What follows belongs to an exercise in optimizing a design on an open flow for small area and a short achievable clock period; a production flow would make more cautious choices. RTL that was checked went through simulation tests only; none was proved equivalent to the original. Power and IR drop assume default switching activity.

== rev 12 ==
// mips_exec_stage
module mips_exec_stage
#(
  parameter logic [31:0] EXCEPT_VEC = 32'h8000_0000
)
(
  input  logic                  clk,
  input  logic                  rst_n,
  input  logic                  instr_valid,
  input  logic [WORD_W-1:0]     instr,
  input  logic [WORD_W-1:0]     rs_data,
  input  logic [WORD_W-1:0]     rt_data,
  input  logic [PC_W-1:0]       pc_crnt,
  input  logic [PC_W-1:0]       pc_next,
  input  logic                  cause_bd,
  input  logic                  exl,
  output logic                  greg_wen,
  output logic [REG_ADDR_W-1:0] greg_waddr,
  output logic [WORD_W-1:0]     greg_wdata,
  output logic                  pcreg_wen,
  output logic [PC_W-1:0]       pcreg_wdata,
  output logic                  exception,
  output logic                  cause_wen,
  output logic [3:0]            cause_excode,
  output logic                  epc_wen,
  output logic [WORD_W-1:0]     epc_data
);
Size: about 1,700 cells after synthesis, roughly 73 flip-flops, ~270 I/O pins, about 0.013 mm^2 of cells after synthesis.
==> flow/config.mk <==
export PLATFORM = sky130hd
export DESIGN_NAME = mips_exec_stage
export DESIGN_NICKNAME = mips_exec_stage
export VERILOG_FILES = /design/flow/design.v
export SDC_FILE = /design/flow/constraint.sdc
export NUM_CORES = 4
export LEC_CHECK = 0
export CAP_MARGIN = 20
export CORE_MARGIN = 2
export CORE_UTILIZATION = 50
export PLACE_DENSITY = 0.75
export SETUP_SLACK_MARGIN = 3.0
export SLEW_MARGIN = 20
export BUFFER_PORTS_ARGS = -buffer_cell sky130_fd_sc_hd__buf_1
==> flow/constraint.sdc <==
create_clock -name core_clock -period 8.0 [get_ports {clk}]
set_input_delay 1.6000 -clock core_clock [delete_from_list [all_inputs] [get_ports {clk}]]
set_output_delay 1.6000 -clock core_clock [all_outputs]
set_load 0.01 [all_outputs]
standard.sh (not shown) runs the stock make flow with config.mk's settings and CLKGATE_MAP_FILE= SYNTH_SCRIPT=/design/flow/synth_recipe.tcl, a recipe that flattens the netlist after the stock synthesis.
==> flow/flow/run.sh <==
#!/bin/bash
set -e
echo "export BUFFER_PORTS_ARGS = -buffer_cell sky130_fd_sc_hd__buf_1" >> config.mk
export BUFFER_PORTS_ARGS="-buffer_cell sky130_fd_sc_hd__buf_1"
bash standard.sh > standard.log 2>&1
--- input diff rev 12..rev 13 ---
--- a/flow/design.v
+++ b/flow/design.v
@@ -118,25 +118,25 @@
   always_comb
   begin
     reserved = 1'b0;
     if (op[5:4] != 2'b00)
       reserved = 1'b1;
     else if (op[3:0] == 4'b0000)
       reserved = ~fn_ok;
     else if (op[3:0] == 4'b0001)
       reserved = (f_rt[4:1] != 4'b0000);
   end
   assign imm_op   = i_t;
   assign imm_sext = ~op[2];
-  assign sub      = i_t ? op[1] : fn[1];
+  assign sub      = i_t ? op[1] : (fn[1] & ~op[2]);
   assign sh_var   = fn[2];
   assign sh_left  = ~fn[1];
   assign sh_arith = fn[0];
   assign lop      = i_t ? op[1:0] : fn[1:0];
   assign sel_sum   = i_t ? (~op[2] & ~op[1]) : (fn[5] & ~fn[3] & ~fn[2]);
   assign sel_logic = i_t ? (op[2] & ~(op[1] & op[0])) : (fn[5] & fn[2]);
   assign sel_less  = i_t ? (~op[2] & op[1]) : (fn[5] & fn[3]);
   assign less_uns  = i_t ? op[0] : fn[0];
   assign sel_sll   = ~i_t & ~fn[5] & ~fn[1];
   assign sel_sr    = ~i_t & ~fn[5] & fn[1];
   assign sel_lui   = i_t & op[2] & op[1] & op[0];
   assign sel_link  = (r_t & ~fn[5] & fn[3]) | jal;
@@ -180,91 +180,87 @@
   input  logic              sel_less,
   input  logic              less_uns,
   input  logic              sel_sll,
   input  logic              sel_sr,
   input  logic              sel_lui,
   output logic [WORD_W-1:0] result,
   output logic              overflow,
   output logic              equal
 );
   localparam int N = WORD_W;
   logic [N-1:0] a;
   logic [N-1:0] b;
+  logic [N-1:0] bx;
   logic [N-1:0] p;
   logic [N-1:0] g;
   logic [N:0]   c;       
   logic [N-1:0] sum;
   logic         less;
   logic [N-1:0] logic_r;
   assign a = rs_data;
   assign b = imm_op ? {{16{imm_sext & imm[15]}}, imm} : rt_data;
-  logic [N-1:0] x;
-  logic [N-1:0] h;
-  assign x = a ^ b;
-  assign h = a & b;
-  assign p = x ^ {N{sub}};
-  assign g = sub ? (a & ~b) : h;
+  assign bx = b ^ {N{sub}};
+  assign p  = a ^ bx;
+  assign g  = a & bx;
   logic [N-1:0] gc;
   mips_prefix #(.W(N), .ARCH(ADDER)) i_prefix (
     .g  ({g[N-1:1], g[0] | (p[0] & sub)}),
     .p  (p),
     .gc (gc)
   );
   assign c[N:1] = gc;
   assign c[0] = sub;
   assign sum  = p ^ c[N-1:0];
   assign overflow = c[N-1] ^ c[N];
   assign less  = less_uns ? ~c[N] : (p[N-1] ^ c[N]);
-  assign equal = ~|x;
-  logic [N-1:0] o;
-  logic         lg_h;
-  logic         lg_o;
-  logic         lg_x;
-  logic         lg_n;
-  assign o    = x | h;
-  assign lg_h = sel_logic & (lop == 2'b00);
+  assign equal = ~|p;
+  logic lg_g;
+  logic lg_o;
+  logic lg_x;
+  logic lg_n;
+  assign lg_g = sel_logic & (lop == 2'b00);
   assign lg_o = sel_logic & (lop == 2'b01);
   assign lg_x = sel_logic & (lop == 2'b10);
   assign lg_n = sel_logic & (lop == 2'b11);
-  assign logic_r = ({N{lg_h}} & h) | ({N{lg_o}} & o) | ({N{lg_x}} & x) | ({N{lg_n}} & ~o);
+  assign logic_r = ({N{lg_g}} & g) | ({N{lg_o}} & (p | g)) | ({N{lg_x}} & ~p)
+                 | ({N{lg_n}} & ~(a | b));
   logic [4:0]   shamt;
   logic [N-1:0] sh_in;
   logic [N-1:0] sh_out;
   logic         fill;
   assign shamt = sh_var ? rs_data[4:0] : sa;
   assign fill  = sh_arith & rt_data[N-1];
   always_comb
   begin
     for (int i = 0; i < N; i++)
       sh_in[i] = sh_left ? rt_data[N-1-i] : rt_data[i];
   end
   logic [N-1:0] s1, s2, s3, s4;
   assign s1     = shamt[4] ? {{16{fill}}, sh_in[N-1:16]} : sh_in;
   assign s2     = shamt[3] ? {{8{fill}},  s1[N-1:8]}     : s1;
   assign s3     = shamt[2] ? {{4{fill}},  s2[N-1:4]}     : s2;
   assign s4     = shamt[1] ? {{2{fill}},  s3[N-1:2]}     : s3;
   assign sh_out = shamt[0] ? {fill,       s4[N-1:1]}     : s4;
   logic [N-1:0] sh_rev;
   always_comb
   begin
     for (int i = 0; i < N; i++)
       sh_rev[i] = sh_out[N-1-i];
   end
-  logic [N-1:0] other;
-  assign other = logic_r
-               | ({N{sel_sll}} & sh_rev)
-               | ({N{sel_sr}}  & sh_out)
-               | ({N{sel_lui}} & {imm, 16'h0000});
-  assign result[N-1:1] = sel_sum ? sum[N-1:1] : other[N-1:1];
-  assign result[0]     = sel_sum ? sum[0] : (sel_less ? less : other[0]);
+  assign result = ({N{sel_sum}}   & sum)
+                | logic_r
+                | ({N{sel_less}}  & {{(N-1){1'b0}}, less})
+                | ({N{sel_sll}}   & sh_rev)
+                | ({N{sel_sr}}    & sh_out)
+                | ({N{sel_lui}}   & {imm, 16'h0000});
 endmodule
 module mips_prefix
 #(
   parameter int W    = 32,
   parameter int ARCH = 0    
 )
 (
   input  logic [W-1:0] g,
   input  logic [W-1:0] p,
   output logic [W-1:0] gc
 );
   localparam int LG = (W <= 2) ? 1 : (W <= 4) ? 2 : (W <= 8) ? 3 : (W <= 16) ? 4 : (W <= 32) ? 5 : 6;
Notes after the runs:
Against rev 12, rev 13 comes in about 1% higher on highest clock frequency the design can meet.
Min maximum fanout encountered on the critical timing path across rev 12 and rev 13: rev 12
Met1 usage delta for rev 13 relative to rev 12: 5.8 points higher
Relative to rev 12, the horizontal die dimension measured on rev 13 has decreased by a few percent.
Rev 13 ends up with a vertical die dimension that is about 2% lower than in rev 12.
On clock power, rev 12 beats rev 13.
The final area in rev 13 sits 5.0% below the value recorded for rev 12.
The RTL of rev 12 was laid out without a check of its function.

========
Setup of JK:
mips_exec_stage, a different RTL version from the one above (not shown whole).
Size: roughly 2,100 cells after synthesis, about 270 I/O pins, roughly 12,000 um2 of cells after synthesis.
==> module mips_alu, before the edit <==
module mips_alu
#(
  parameter int ADDER = 0    
)
(
  input  logic [WORD_W-1:0] rs_data,
  input  logic [WORD_W-1:0] rt_data,
  input  logic [15:0]       imm,
  input  logic [4:0]        sa,
  input  logic              imm_op,
  input  logic              imm_sext,
  input  logic              sub,
  input  logic              sh_var,
  input  logic              sh_left,
  input  logic              sh_arith,
  input  logic [1:0]        lop,
  input  logic              sel_sum,
  input  logic              sel_logic,
  input  logic              sel_less,
  input  logic              less_uns,
  input  logic              sel_sll,
  input  logic              sel_sr,
  input  logic              sel_lui,
  output logic [WORD_W-1:0] result,
  output logic              overflow,
  output logic              equal
);
  localparam int N = WORD_W;
  logic [N-1:0] a;
  logic [N-1:0] b;
  logic [N-1:0] bx;
  logic [N-1:0] p;
  logic [N-1:0] g;
  logic [N:0]   c;       
  logic [N-1:0] sum;
  logic         less;
  logic [N-1:0] logic_r;
  assign a = rs_data;
  assign b = imm_op ? {{16{imm_sext & imm[15]}}, imm} : rt_data;
  assign bx = b ^ {N{sub}};
  assign p  = a ^ bx;
  assign g  = a & bx;
  logic [N-1:0] gc;
  mips_prefix #(.W(N), .ARCH(ADDER)) i_prefix (
    .g  ({g[N-1:1], g[0] | (p[0] & sub)}),
    .p  (p),
    .gc (gc)
  );
  assign c[N:1] = gc;
  assign c[0] = sub;
  assign sum  = p ^ c[N-1:0];
  assign overflow = c[N-1] ^ c[N];
  assign less  = less_uns ? ~c[N] : (p[N-1] ^ c[N]);
  assign equal = sub ? &p : ~|p;
  logic lg_g;
  logic lg_o;
  logic lg_x;
  logic lg_n;
  assign lg_g = sel_logic & (lop == 2'b00);
  assign lg_o = sel_logic & (lop == 2'b01);
  assign lg_x = sel_logic & (lop == 2'b10);
  assign lg_n = sel_logic & (lop == 2'b11);
  assign logic_r = ({N{lg_g}} & g) | ({N{lg_o}} & (p | g)) | ({N{lg_x}} & ~p)
                 | ({N{lg_n}} & ~(a | b));
  logic [4:0]   shamt;
  logic [N-1:0] sh_in;
  logic [N-1:0] sh_out;
  logic         fill;
  assign shamt = sh_var ? rs_data[4:0] : sa;
  assign fill  = sh_arith & rt_data[N-1];
  always_comb
  begin
    for (int i = 0; i < N; i++)
      sh_in[i] = sh_left ? rt_data[N-1-i] : rt_data[i];
  end
  logic [N-1:0] s1, s2, s3, s4;
  assign s1     = shamt[4] ? {{16{fill}}, sh_in[N-1:16]} : sh_in;
  assign s2     = shamt[3] ? {{8{fill}},  s1[N-1:8]}     : s1;
  assign s3     = shamt[2] ? {{4{fill}},  s2[N-1:4]}     : s2;
  assign s4     = shamt[1] ? {{2{fill}},  s3[N-1:2]}     : s3;
  assign sh_out = shamt[0] ? {fill,       s4[N-1:1]}     : s4;
  logic [N-1:0] sh_rev;
  always_comb
  begin
    for (int i = 0; i < N; i++)
      sh_rev[i] = sh_out[N-1-i];
  end
  logic [N-1:0] other;
  assign other = logic_r
               | ({N{sel_sll}} & sh_rev)
               | ({N{sel_sr}}  & sh_out)
               | ({N{sel_lui}} & {imm, 16'h0000});
  assign result[N-1:1] = sel_sum ? sum[N-1:1] : other[N-1:1];
  assign result[0]     = sel_sum ? sum[0] : (sel_less ? less : other[0]);
endmodule
Settings: LEC_CHECK=0, ABC_AREA=1, CAP_MARGIN=20, CORE_MARGIN=2, CORE_UTILIZATION=50, PLACE_DENSITY=0.75, SETUP_SLACK_MARGIN=3.25, SLEW_MARGIN=20, BUFFER_PORTS_ARGS=-buffer_cell sky130_fd_sc_hd__buf_1; clock period 8.0 ns.
Scripts as last shown in full above: flow/flow/run.sh
--- input diff JK..MS ---
diff --git a/flow/design.v b/flow/design.v
--- a/flow/design.v
+++ b/flow/design.v
@@ -245,15 +245,14 @@
   begin
     for (int i = 0; i < N; i++)
       sh_rev[i] = sh_out[N-1-i];
   end
-  logic [N-1:0] other;
-  assign other = logic_r
-               | ({N{sel_sll}} & sh_rev)
-               | ({N{sel_sr}}  & sh_out)
-               | ({N{sel_lui}} & {imm, 16'h0000});
-  assign result[N-1:1] = sel_sum ? sum[N-1:1] : other[N-1:1];
-  assign result[0]     = sel_sum ? sum[0] : (sel_less ? less : other[0]);
+  assign result = ({N{sel_sum}}   & sum)
+                | logic_r
+                | ({N{sel_less}}  & {{(N-1){1'b0}}, less})
+                | ({N{sel_sll}}   & sh_rev)
+                | ({N{sel_sr}}    & sh_out)
+                | ({N{sel_lui}}   & {imm, 16'h0000});
 endmodule
 module mips_prefix
 #(
   parameter int W    = 32,
[summary]
- When MS is measured against JK, its total nets after synthesis turns out 0.30% higher.
- Cmp JK and MS / total die area / higher: JK
- When MS is set beside JK, its count of placed standard cells in the final layout, fillers left out turns out to be 25 larger.
- Looking at synthesized cell area, MS sits below JK.
- Area: MS vs JK -> MS larger
- | final-layout worst hold slack | MS vs JK | 0.016 ns higher |
- Cmp JK and MS / total routed wire length on the met1 layer / lower: JK
- Per the comparison of MS with JK, count of filler cells inserted in the layout now smaller; total power rose by 0.070 mW.
- Taking JK as the reference point, the global-route usage of MS rises by 1.8 points.
- Against JK as the reference, MS delivers a lower synthesized-area fraction occupied by and/or/nand/nor cells.
- | mean instance size in the synthesized netlist | MS vs JK | about 0.9% lower |
- Worst setup slack on MS is behind JK.
- Taking JK as the reference point, the clock network fraction of design power of MS rises by 0.6 points.

========
RTL: one of the versions met above, not the one the previous note started from.
For scale: roughly 2100 cells after synthesis, about 73 flip-flops, roughly 12000 um2 of cells after synthesis.
==> module mips_field_decode, before the edit <==
module mips_field_decode
(
  input  logic [WORD_W-1:0]     instr,
  output logic                  imm_op,      
  output logic                  imm_sext,    
  output logic                  sub,         
  output logic                  sh_var,      
  output logic                  sh_left,
  output logic                  sh_arith,
  output logic [1:0]            lop,         
  output logic                  sel_sum,
  output logic                  sel_logic,
  output logic                  sel_less,
  output logic                  less_uns,
  output logic                  sel_sll,
  output logic                  sel_sr,
  output logic                  sel_lui,
  output logic                  sel_link,
  output logic                  br_r,        
  output logic                  br_regimm,   
  output logic                  br_j,        
  output logic                  br_eq,       
  output logic                  br_lez,      
  output logic                  br_inv,      
  output logic                  br_target,   
  output logic                  tgt_jr,
  output logic                  tgt_j,
  output logic                  writes_reg,
  output logic [REG_ADDR_W-1:0] waddr,
  output logic                  checks_ov,
  output logic                  reserved
);
  logic [5:0] op;
  logic [5:0] fn;
  logic [4:0] f_rt;
  logic [4:0] f_rd;
  logic       op_lo0;    
  logic       r_t;       
  logic       i_t;       
  logic       jal;
  logic       fn_ok;
  logic       wr;
  assign op   = instr[31:26];
  assign fn   = instr[5:0];
  assign f_rt = instr[20:16];
  assign f_rd = instr[15:11];
  assign op_lo0 = (op[3:0] == 4'b0000);
  assign r_t    = op_lo0;
  assign i_t    = op[3];
  assign jal    = (op[3:0] == 4'b0011);
  always_comb
  begin
    case (fn)
      6'h00, 6'h02, 6'h03, 6'h04, 6'h06, 6'h07, 6'h08, 6'h09,
      6'h20, 6'h21, 6'h22, 6'h23, 6'h24, 6'h25, 6'h26, 6'h27,
      6'h2a, 6'h2b: fn_ok = 1'b1;
      default:      fn_ok = 1'b0;
    endcase
  end
  always_comb
  begin
    reserved = 1'b0;
    if (op[5:4] != 2'b00)
      reserved = 1'b1;
    else if (op[3:0] == 4'b0000)
      reserved = ~fn_ok;
    else if (op[3:0] == 4'b0001)
      reserved = (f_rt[4:1] != 4'b0000);
  end
  assign imm_op   = i_t;
  assign imm_sext = ~op[2];
  assign sub      = i_t ? op[1] : fn[1];
  assign sh_var   = fn[2];
  assign sh_left  = ~fn[1];
  assign sh_arith = fn[0];
  assign lop      = i_t ? op[1:0] : fn[1:0];
  assign sel_sum   = i_t ? (~op[2] & ~op[1]) : (fn[5] & ~fn[3] & ~fn[2]);
  assign sel_logic = i_t ? (op[2] & ~(op[1] & op[0])) : (fn[5] & fn[2]);
  assign sel_less  = i_t ? (~op[2] & op[1]) : (fn[5] & fn[3]);
  assign less_uns  = i_t ? op[0] : fn[0];
  assign sel_sll   = ~i_t & ~fn[5] & ~fn[1];
  assign sel_sr    = ~i_t & ~fn[5] & fn[1];
  assign sel_lui   = i_t & op[2] & op[1] & op[0];
  assign sel_link  = (r_t & ~fn[5] & fn[3]) | jal;
  assign br_r      = r_t & ~fn[5] & fn[3];
  assign br_regimm = (op[3:0] == 4'b0001);
  assign br_j      = (op[3:1] == 3'b001);
  assign br_eq     = (op[3:1] == 3'b010);
  assign br_lez    = (op[3:1] == 3'b011);
  assign br_inv    = br_regimm ? f_rt[0] : op[0];
  assign br_target = (op[5:3] == 3'b000) &
                     ((op[2:0] == 3'b000) ? (fn[5:1] == 5'b00100) :
                      (op[2:0] == 3'b001) ? (f_rt[4:1] == 4'b0000) : 1'b1);
  assign tgt_jr    = ~op[2] & ~op[1] & ~op[0];
  assign tgt_j     = ~op[2] & op[1];
  assign wr         = (r_t & ~(~fn[5] & fn[3] & ~fn[0])) | i_t | jal;
  assign waddr      = op[3] ? f_rt : (f_rd | {5{op[0]}});
  assign writes_reg = wr & (waddr != 5'd0);
  assign checks_ov  = (r_t & fn[5] & ~fn[3] & ~fn[2] & ~fn[0]) |
                      (op[3] & ~op[2] & ~op[1] & ~op[0]);
endmodule
==> module mips_alu, before the edit <==
module mips_alu
#(
  parameter int ADDER = 0    
)
(
  input  logic [WORD_W-1:0] rs_data,
  input  logic [WORD_W-1:0] rt_data,
  input  logic [15:0]       imm,
  input  logic [4:0]        sa,
  input  logic              imm_op,
  input  logic              imm_sext,
  input  logic              sub,
  input  logic              sh_var,
  input  logic              sh_left,
  input  logic              sh_arith,
  input  logic [1:0]        lop,
  input  logic              sel_sum,
  input  logic              sel_logic,
  input  logic              sel_less,
  input  logic              less_uns,
  input  logic              sel_sll,
  input  logic              sel_sr,
  input  logic              sel_lui,
  output logic [WORD_W-1:0] result,
  output logic              overflow,
  output logic              equal
);
  localparam int N = WORD_W;
  logic [N-1:0] a;
  logic [N-1:0] b;
  logic [N-1:0] bx;
  logic [N-1:0] p;
  logic [N-1:0] g;
  logic [N:0]   c;       
  logic [N-1:0] sum;
  logic         less;
  logic [N-1:0] logic_r;
  assign a = rs_data;
  assign b = imm_op ? {{16{imm_sext & imm[15]}}, imm} : rt_data;
  assign bx = b ^ {N{sub}};
  assign p  = a ^ bx;
  assign g  = a & bx;
  logic [N-1:0] gc;
  mips_prefix #(.W(N), .ARCH(ADDER)) i_prefix (
    .g  ({g[N-1:1], g[0] | (p[0] & sub)}),
    .p  (p),
    .gc (gc)
  );
  assign c[N:1] = gc;
  assign c[0] = sub;
  assign sum  = p ^ c[N-1:0];
  assign overflow = c[N-1] ^ c[N];
  assign less  = less_uns ? ~c[N] : (p[N-1] ^ c[N]);
  assign equal = sub ? &p : ~|p;
  logic lg_g;
  logic lg_o;
  logic lg_x;
  logic lg_n;
  assign lg_g = sel_logic & (lop == 2'b00);
  assign lg_o = sel_logic & (lop == 2'b01);
  assign lg_x = sel_logic & (lop == 2'b10);
  assign lg_n = sel_logic & (lop == 2'b11);
  assign logic_r = ({N{lg_g}} & g) | ({N{lg_o}} & (p | g)) | ({N{lg_x}} & ~p)
                 | ({N{lg_n}} & ~(a | b));
  logic [4:0]   shamt;
  logic [N-1:0] sh_in;
  logic [N-1:0] sh_out;
  logic         fill;
  assign shamt = sh_var ? rs_data[4:0] : sa;
  assign fill  = sh_arith & rt_data[N-1];
  always_comb
  begin
    for (int i = 0; i < N; i++)
      sh_in[i] = sh_left ? rt_data[N-1-i] : rt_data[i];
  end
  logic [N-1:0] s1, s2, s3, s4;
  assign s1     = shamt[4] ? {{16{fill}}, sh_in[N-1:16]} : sh_in;
  assign s2     = shamt[3] ? {{8{fill}},  s1[N-1:8]}     : s1;
  assign s3     = shamt[2] ? {{4{fill}},  s2[N-1:4]}     : s2;
  assign s4     = shamt[1] ? {{2{fill}},  s3[N-1:2]}     : s3;
  assign sh_out = shamt[0] ? {fill,       s4[N-1:1]}     : s4;
  logic [N-1:0] sh_rev;
  always_comb
  begin
    for (int i = 0; i < N; i++)
      sh_rev[i] = sh_out[N-1-i];
  end
  assign result = ({N{sel_sum}}   & sum)
                | logic_r
                | ({N{sel_less}}  & {{(N-1){1'b0}}, less})
                | ({N{sel_sll}}   & sh_rev)
                | ({N{sel_sr}}    & sh_out)
                | ({N{sel_lui}}   & {imm, 16'h0000});
endmodule
clock: 8.0 ns
lec_check: 0
abc_area: 1
cap_margin: 20
core_margin: 2
core_utilization: 50
place_density: 0.75
setup_slack_margin: 3.5
slew_margin: 20
buffer_ports_args: -buffer_cell sky130_fd_sc_hd__buf_1
Scripts as last shown in full above: flow/flow/run.sh
The starting point finished clean.
Then changed:
--- a/flow/design.v
+++ b/flow/design.v
@@ -124,13 +124,13 @@
       reserved = ~fn_ok;
     else if (op[3:0] == 4'b0001)
       reserved = (f_rt[4:1] != 4'b0000);
   end
   assign imm_op   = i_t;
   assign imm_sext = ~op[2];
-  assign sub      = i_t ? op[1] : fn[1];
+  assign sub      = i_t ? op[1] : (fn[1] & ~op[2]);
   assign sh_var   = fn[2];
   assign sh_left  = ~fn[1];
   assign sh_arith = fn[0];
   assign lop      = i_t ? op[1:0] : fn[1:0];
   assign sel_sum   = i_t ? (~op[2] & ~op[1]) : (fn[5] & ~fn[3] & ~fn[2]);
   assign sel_logic = i_t ? (op[2] & ~(op[1] & op[0])) : (fn[5] & fn[2]);
@@ -209,13 +209,13 @@
   );
   assign c[N:1] = gc;
   assign c[0] = sub;
   assign sum  = p ^ c[N-1:0];
   assign overflow = c[N-1] ^ c[N];
   assign less  = less_uns ? ~c[N] : (p[N-1] ^ c[N]);
-  assign equal = sub ? &p : ~|p;
+  assign equal = ~|p;
   logic lg_g;
   logic lg_o;
   logic lg_x;
   logic lg_n;
   assign lg_g = sel_logic & (lop == 2'b00);
   assign lg_o = sel_logic & (lop == 2'b01);
After rerunning: Utilization rose by 4.8 points. Final area rose by about 8%. Via count rose by about 0.45%. Maximum frequency fell by about 6%. Power rose by 7.4%. Die area is about the same. Wire length fell by 1.1%. First-iteration DRC count fell by 16%. Sequential power barely changes. Clock-buffer cell count is unchanged. Synthesized area barely changes. Sequential share of layout area fell by 0.72 points.

[port drivers added, routing unchanged]
The flow's constraints put no driver on any port. The routed layouts listed below were extracted and timed again, unchanged, in two steps. Step 1: set_driving_cell puts a clkbuf_16 on clk and a buf_2 on each other input, an assumption about the parent block. Step 2 adds t to the input delays and takes it off the output delays; t is the mean of the earliest and latest rising clock arrival at the registers after step 1. Input paths then give back, and output paths get back, about the clock's delay inside the block. a / b / c = no drivers / after step 1 / after step 2; a / b = the first two.
run | shift t [ns] | setup WS [ns] | hold WS [ns] | worst setup path at the end | slew at the worst register clock pin (ns)
rev 12 | 0.407 | 3.028 / 3.018 / 2.610 | 1.394 / 1.367 / 1.775 | input to register | 0.08 / 0.08
rev 13 | 0.410 | 3.076 / 3.084 / 2.674 | 1.399 / 1.375 / 1.785 | input to register | 0.08 / 0.08
JK | 0.407 | 3.426 / 3.451 / 3.044 | 1.382 / 1.354 / 1.762 | input to register | 0.07 / 0.07
MS | 0.398 | 3.389 / 3.397 / 2.999 | 1.398 / 1.394 / 1.791 | input to register | 0.07 / 0.07
the first run of note 3 | 0.402 | 3.531 / 3.545 / 3.142 | 1.386 / 1.362 / 1.765 | input to register | 0.07 / 0.07
the second run of note 3 | 0.392 | 3.233 / 3.208 / 2.817 | 1.402 / 1.380 / 1.771 | input to register | 0.07 / 0.07
After both steps every run listed still meets setup and hold. For rev 12, which loses most, drivers alone change the setup slack by -0.010 ns; drivers and shift together by -0.418 ns.
